Source: an optimization exercise on an open RTL-to-GDS flow (aim: small area). Production flows keep margins and buffers that such runs may drop. At most, simulation tests tie the RTL to the original design; equivalence was not proved. Power is estimated from default activity; no workload was simulated.

// snn_input_mem
module snn_input_mem #(
  parameter int WIDTH_PKT  = 32,
  parameter int WIDTH_DATA = 13,
  parameter int WIDTH_FW   = 7,
  parameter int DEPTH_F    = 5,
  parameter int DEPTH_I    = 25
) (
  input  logic                  clk,
  input  logic                  rst_n,
  input  logic                  filt_wr_valid,
  output logic                  filt_wr_ready,
  input  logic [4:0]            filt_wr_addr,
  input  logic [WIDTH_FW-1:0]   filt_wr_data,
  input  logic                  ifm_wr_valid,
  output logic                  ifm_wr_ready,
  input  logic [9:0]            ifm_wr_addr,
  input  logic                  ifm_wr_data,
  output logic                  filt_pkt_valid,
  input  logic                  filt_pkt_ready,
  output logic [WIDTH_PKT-1:0]  filt_pkt_data,
  output logic                  ifm_pkt_valid,
  input  logic                  ifm_pkt_ready,
  output logic [WIDTH_PKT-1:0]  ifm_pkt_data,
  output logic                  filt_state,
  output logic                  ifm_state
);
For scale: about 3,300 cells after synthesis, about 830 flip-flops, about 31,000 um^2 of cells after synthesis.
export LEC_CHECK = 0
export CAP_MARGIN = 20
export CORE_MARGIN = 2
export CORE_UTILIZATION = 62
export SLEW_MARGIN = 20
create_clock -name core_clock -period 12.0 [get_ports {clk}]
standard.sh (not shown) runs the stock make flow with config.mk's settings and CLKGATE_MAP_FILE= SYNTH_SCRIPT=/design/flow/synth_recipe.tcl, a recipe that flattens the netlist after the stock synthesis.
==> flow/flow/run.sh <==
#!/bin/bash
# Own flow: the standard layout, except that synthesis maps the logic with
# an area-oriented ABC script (flow/area.abc) instead of ORFS's speed script.
# Registers, their names and cell types are those of the standard synthesis:
# only the abc call's -script argument is replaced. Ports are buffered with
# the smallest buffer (buf_1) rather than the one buffer_ports picks. The
# clock tree uses clkbuf_4/clkbuf_8 in clusters of at most 16 sinks, without
# dummy loads.
set -euo pipefail
W=$PWD
cat > "$W/own_synth.tcl" <<EOF
proc abc {args} {
  set i [lsearch -exact \$args -script]
  if {\$i >= 0} { lset args [expr {\$i + 1}] {$W/flow/area.abc} }
  set j [lsearch -exact \$args -D]
  if {\$j >= 0} { set args [lreplace \$args \$j [expr {\$j + 1}]] }
  yosys abc {*}\$args
}
source {$W/synth_recipe.tcl}
EOF
make -C "$FLOW_HOME" DESIGN_CONFIG="$W/config.mk" WORK_HOME="$W/orfs" CLKGATE_MAP_FILE= \
  SYNTH_SCRIPT="$W/own_synth.tcl" \
  BUFFER_PORTS_ARGS="-buffer_cell sky130_fd_sc_hd__buf_1" \
  CTS_ARGS="-sink_clustering_enable -repair_clock_nets -dont_use_dummy_load -buf_list {sky130_fd_sc_hd__clkbuf_4 sky130_fd_sc_hd__clkbuf_8} -sink_clustering_size 16 -sink_clustering_max_diameter 50" \
  finish > "$W/make_finish.log" 2>&1
R=$W/orfs/results/$FLOW_PLATFORM/snn_input_mem/base
: # left out here: write the final layout as DEF
==> flow/flow/area.abc <==
strash
dch -f
amap
&get -n
&st
&dch -f
&nf -R 1000
&put
The baseline ran to the end with no violations.
Next try:
--- a/flow/config.mk
+++ b/flow/config.mk
@@ -9,3 +9,3 @@
 export CORE_MARGIN = 2
-export CORE_UTILIZATION = 62
+export CORE_UTILIZATION = 70
 export SLEW_MARGIN = 20
First-iteration DRC count rose by 6.8%.
Via count is higher by 1.5%.
Sequential share of layout area rises by 0.32 points.
Total power is lower by about 1.6%.
Next try:
==> flow/flow/area.abc (replaced) <==
&get -n
 &st
 &dch -f
 &nf -R 1000
 &put
--- a/flow/config.mk
+++ b/flow/config.mk
@@ -9,3 +9,3 @@
 export CORE_MARGIN = 2
-export CORE_UTILIZATION = 70
+export CORE_UTILIZATION = 55
 export SLEW_MARGIN = 20
- The new run finished clean
- clock skew barely changes
- sequential power increases by about 2%
- sequential share of layout area decreases by 1.2 points
- worst hold slack is worse by 0.0049 ns
- non-clock buffer count increases by 10
- utilization decreases by 15 points
- area after synthesis decreases by 0.35%
- wire length decreases by 3.9%
- global-route usage decreases by 13 points

* * *

snn_input_mem, a different RTL version from the one above (not shown whole).
Size in the first run: roughly 99 I/O pins, roughly 32,000 sq um of cells after synthesis.
export LEC_CHECK = 0
export CAP_MARGIN = 20
export CORE_MARGIN = 2
export CORE_UTILIZATION = 55
export CTS_BUF_LIST = sky130_fd_sc_hd__clkbuf_4 sky130_fd_sc_hd__clkbuf_8
export SLEW_MARGIN = 20
create_clock -name core_clock -period 12.0 [get_ports {clk}]
==> flow/flow/run.sh <==
#!/bin/bash
# Own flow: the standard layout, except that synthesis maps the logic with
# an area-oriented ABC script (flow/area.abc) instead of ORFS's speed script.
# Registers, their names and cell types are those of the standard synthesis:
# only the abc call's -script argument is replaced. Ports are buffered with
# the smallest buffer (buf_1) rather than the one buffer_ports picks.
set -euo pipefail
W=$PWD
cat > "$W/own_synth.tcl" <<EOF
proc abc {args} {
  set i [lsearch -exact \$args -script]
  if {\$i >= 0} { lset args [expr {\$i + 1}] {$W/flow/area.abc} }
  set j [lsearch -exact \$args -D]
  if {\$j >= 0} { set args [lreplace \$args \$j [expr {\$j + 1}]] }
  yosys abc {*}\$args
}
source {$W/synth_recipe.tcl}
EOF
make -C "$FLOW_HOME" DESIGN_CONFIG="$W/config.mk" WORK_HOME="$W/orfs" CLKGATE_MAP_FILE= \
  SYNTH_SCRIPT="$W/own_synth.tcl" \
  BUFFER_PORTS_ARGS="-buffer_cell sky130_fd_sc_hd__buf_1" finish > "$W/make_finish.log" 2>&1
R=$W/orfs/results/$FLOW_PLATFORM/snn_input_mem/base
: # left out here: write the final layout as DEF
==> flow/flow/area.abc <==
&get -n
 &st
 &dch -f
 &nf -R 1000
 &put
Then changed:
--- a/flow/flow/run.sh
+++ b/flow/flow/run.sh
@@ -4,5 +4,7 @@
 # Registers, their names and cell types are those of the standard synthesis:
 # only the abc call's -script argument is replaced. Ports are buffered with
-# the smallest buffer (buf_1) rather than the one buffer_ports picks.
+# the smallest buffer (buf_1) rather than the one buffer_ports picks. The
+# clock tree uses clkbuf_4/clkbuf_8 in clusters of at most 16 sinks, without
+# dummy loads.
 set -euo pipefail
 W=$PWD
@@ -19,5 +21,7 @@
 make -C "$FLOW_HOME" DESIGN_CONFIG="$W/config.mk" WORK_HOME="$W/orfs" CLKGATE_MAP_FILE= \
   SYNTH_SCRIPT="$W/own_synth.tcl" \
-  BUFFER_PORTS_ARGS="-buffer_cell sky130_fd_sc_hd__buf_1" finish > "$W/make_finish.log" 2>&1
+  BUFFER_PORTS_ARGS="-buffer_cell sky130_fd_sc_hd__buf_1" \
+  CTS_ARGS="-sink_clustering_enable -repair_clock_nets -dont_use_dummy_load -buf_list {sky130_fd_sc_hd__clkbuf_4 sky130_fd_sc_hd__clkbuf_8} -sink_clustering_size 16 -sink_clustering_max_diameter 50" \
+  finish > "$W/make_finish.log" 2>&1
 R=$W/orfs/results/$FLOW_PLATFORM/snn_input_mem/base
 : # left out here: write the final layout as DEF
--- a/flow/config.mk
+++ b/flow/config.mk
@@ -9,4 +9,3 @@
 export CORE_MARGIN = 2
 export CORE_UTILIZATION = 55
-export CTS_BUF_LIST = sky130_fd_sc_hd__clkbuf_4 sky130_fd_sc_hd__clkbuf_8
 export SLEW_MARGIN = 20
The changed run passed the timing, DRC and antenna checks.
Clock-buffer cell count drops by 150.
Die area does not change.
Wire length shrinks by 1.1%.
Worst setup slack improves by 0.16 ns.
Sequential share of layout area came out higher by 2.4 points.
Maximum frequency went up by about 2.4%.
Global-route usage is lower by 0.60 points.
Sequential cell count does not change.
Worst hold slack is about the same.
Clock power goes down by about 40%.

* * *

Another version of the RTL of snn_input_mem (not shown whole).
For scale: ~3200 cells after synthesis, roughly 870 flip-flops, ~99 I/O pins.
Settings: LEC_CHECK=0, CAP_MARGIN=20, CORE_MARGIN=2, CORE_UTILIZATION=40, SLEW_MARGIN=20; clock period 12.0 ns.
==> flow/flow/run.sh <==
#!/bin/bash
# Own flow: the standard layout, except that synthesis maps the logic with
# an area-oriented ABC script (flow/area.abc) instead of ORFS's speed script.
# Registers, their names and cell types are those of the standard synthesis:
# only the abc call's -script argument is replaced.
set -euo pipefail
W=$PWD
cat > "$W/own_synth.tcl" <<EOF
proc abc {args} {
  set i [lsearch -exact \$args -script]
  if {\$i >= 0} { lset args [expr {\$i + 1}] {$W/flow/area.abc} }
  set j [lsearch -exact \$args -D]
  if {\$j >= 0} { set args [lreplace \$args \$j [expr {\$j + 1}]] }
  yosys abc {*}\$args
}
source {$W/synth_recipe.tcl}
EOF
make -C "$FLOW_HOME" DESIGN_CONFIG="$W/config.mk" WORK_HOME="$W/orfs" CLKGATE_MAP_FILE= \
  SYNTH_SCRIPT="$W/own_synth.tcl" finish > "$W/make_finish.log" 2>&1
R=$W/orfs/results/$FLOW_PLATFORM/snn_input_mem/base
: # left out here: write the final layout as DEF
Scripts as last shown in full above: flow/flow/area.abc
==> next run, changes <==
--- a/flow/flow/run.sh
+++ b/flow/flow/run.sh
@@ -5 +5,2 @@
-# only the abc call's -script argument is replaced.
+# only the abc call's -script argument is replaced. Ports are buffered with
+# the smallest buffer (buf_1) rather than the one buffer_ports picks.
@@ -19 +20,2 @@
-  SYNTH_SCRIPT="$W/own_synth.tcl" finish > "$W/make_finish.log" 2>&1
+  SYNTH_SCRIPT="$W/own_synth.tcl" \
+  BUFFER_PORTS_ARGS="-buffer_cell sky130_fd_sc_hd__buf_1" finish > "$W/make_finish.log" 2>&1
Settings changed: CORE_UTILIZATION 40 to 55, CTS_BUF_LIST set to sky130_fd_sc_hd__clkbuf_4 sky130_fd_sc_hd__clkbuf_8.
What happened:
- area after synthesis stays the same
- global-route usage goes up by 13 points
- combinational power goes down by about 5%
- die area goes down by 27%
- sequential power stays flat
No run of this note included a check of the RTL's function; only the layout flow was run.

-- what the ideal ports hide --
How much do the figures lean on ideal ports? The routed layouts below were timed once more, with nothing changed but the port constraints. Step 1, drivers: a clkbuf_16 drives clk and a buf_2 each remaining input, both assumed. Step 2 moves the port delays by t, midway between the first and last clock arrival at a register: inputs arrive t later, outputs are due t later. That takes back most of the time a late clock gives input paths. Three values: no drivers, after step 1, after step 2; two values: the first two.
run	t (ns)	setup WS [ns]	worst setup path at the end	latest minus earliest clock arrival (ns)	cell pins on the clock port's net
the first run of note 1	0.720	5.302 / 5.241 / 5.961	register to output	0.108 / 0.108	1
the second run of note 1	0.776	5.200 / 5.142 / 5.918	register to output	0.104 / 0.105	1
the third run of note 1	0.736	5.333 / 5.269 / 6.006	register to output	0.095 / 0.095	1
the first run of note 2	0.851	5.148 / 5.088 / 4.821	input to register	0.042 / 0.041	1
the second run of note 2	0.742	5.307 / 5.247 / 4.913	input to register	0.101 / 0.101	1
the first run of note 3	0.738	4.866 / 4.798 / 5.111	input to register	0.034 / 0.033	1
the second run of note 3	0.887	4.949 / 4.889 / 5.698	input to register	0.041 / 0.041	1
After both steps setup and hold are still met in every run listed. The setup slack of the second run of note 2, which loses most, moves by -0.060 ns with the drivers and by -0.394 ns with both steps.
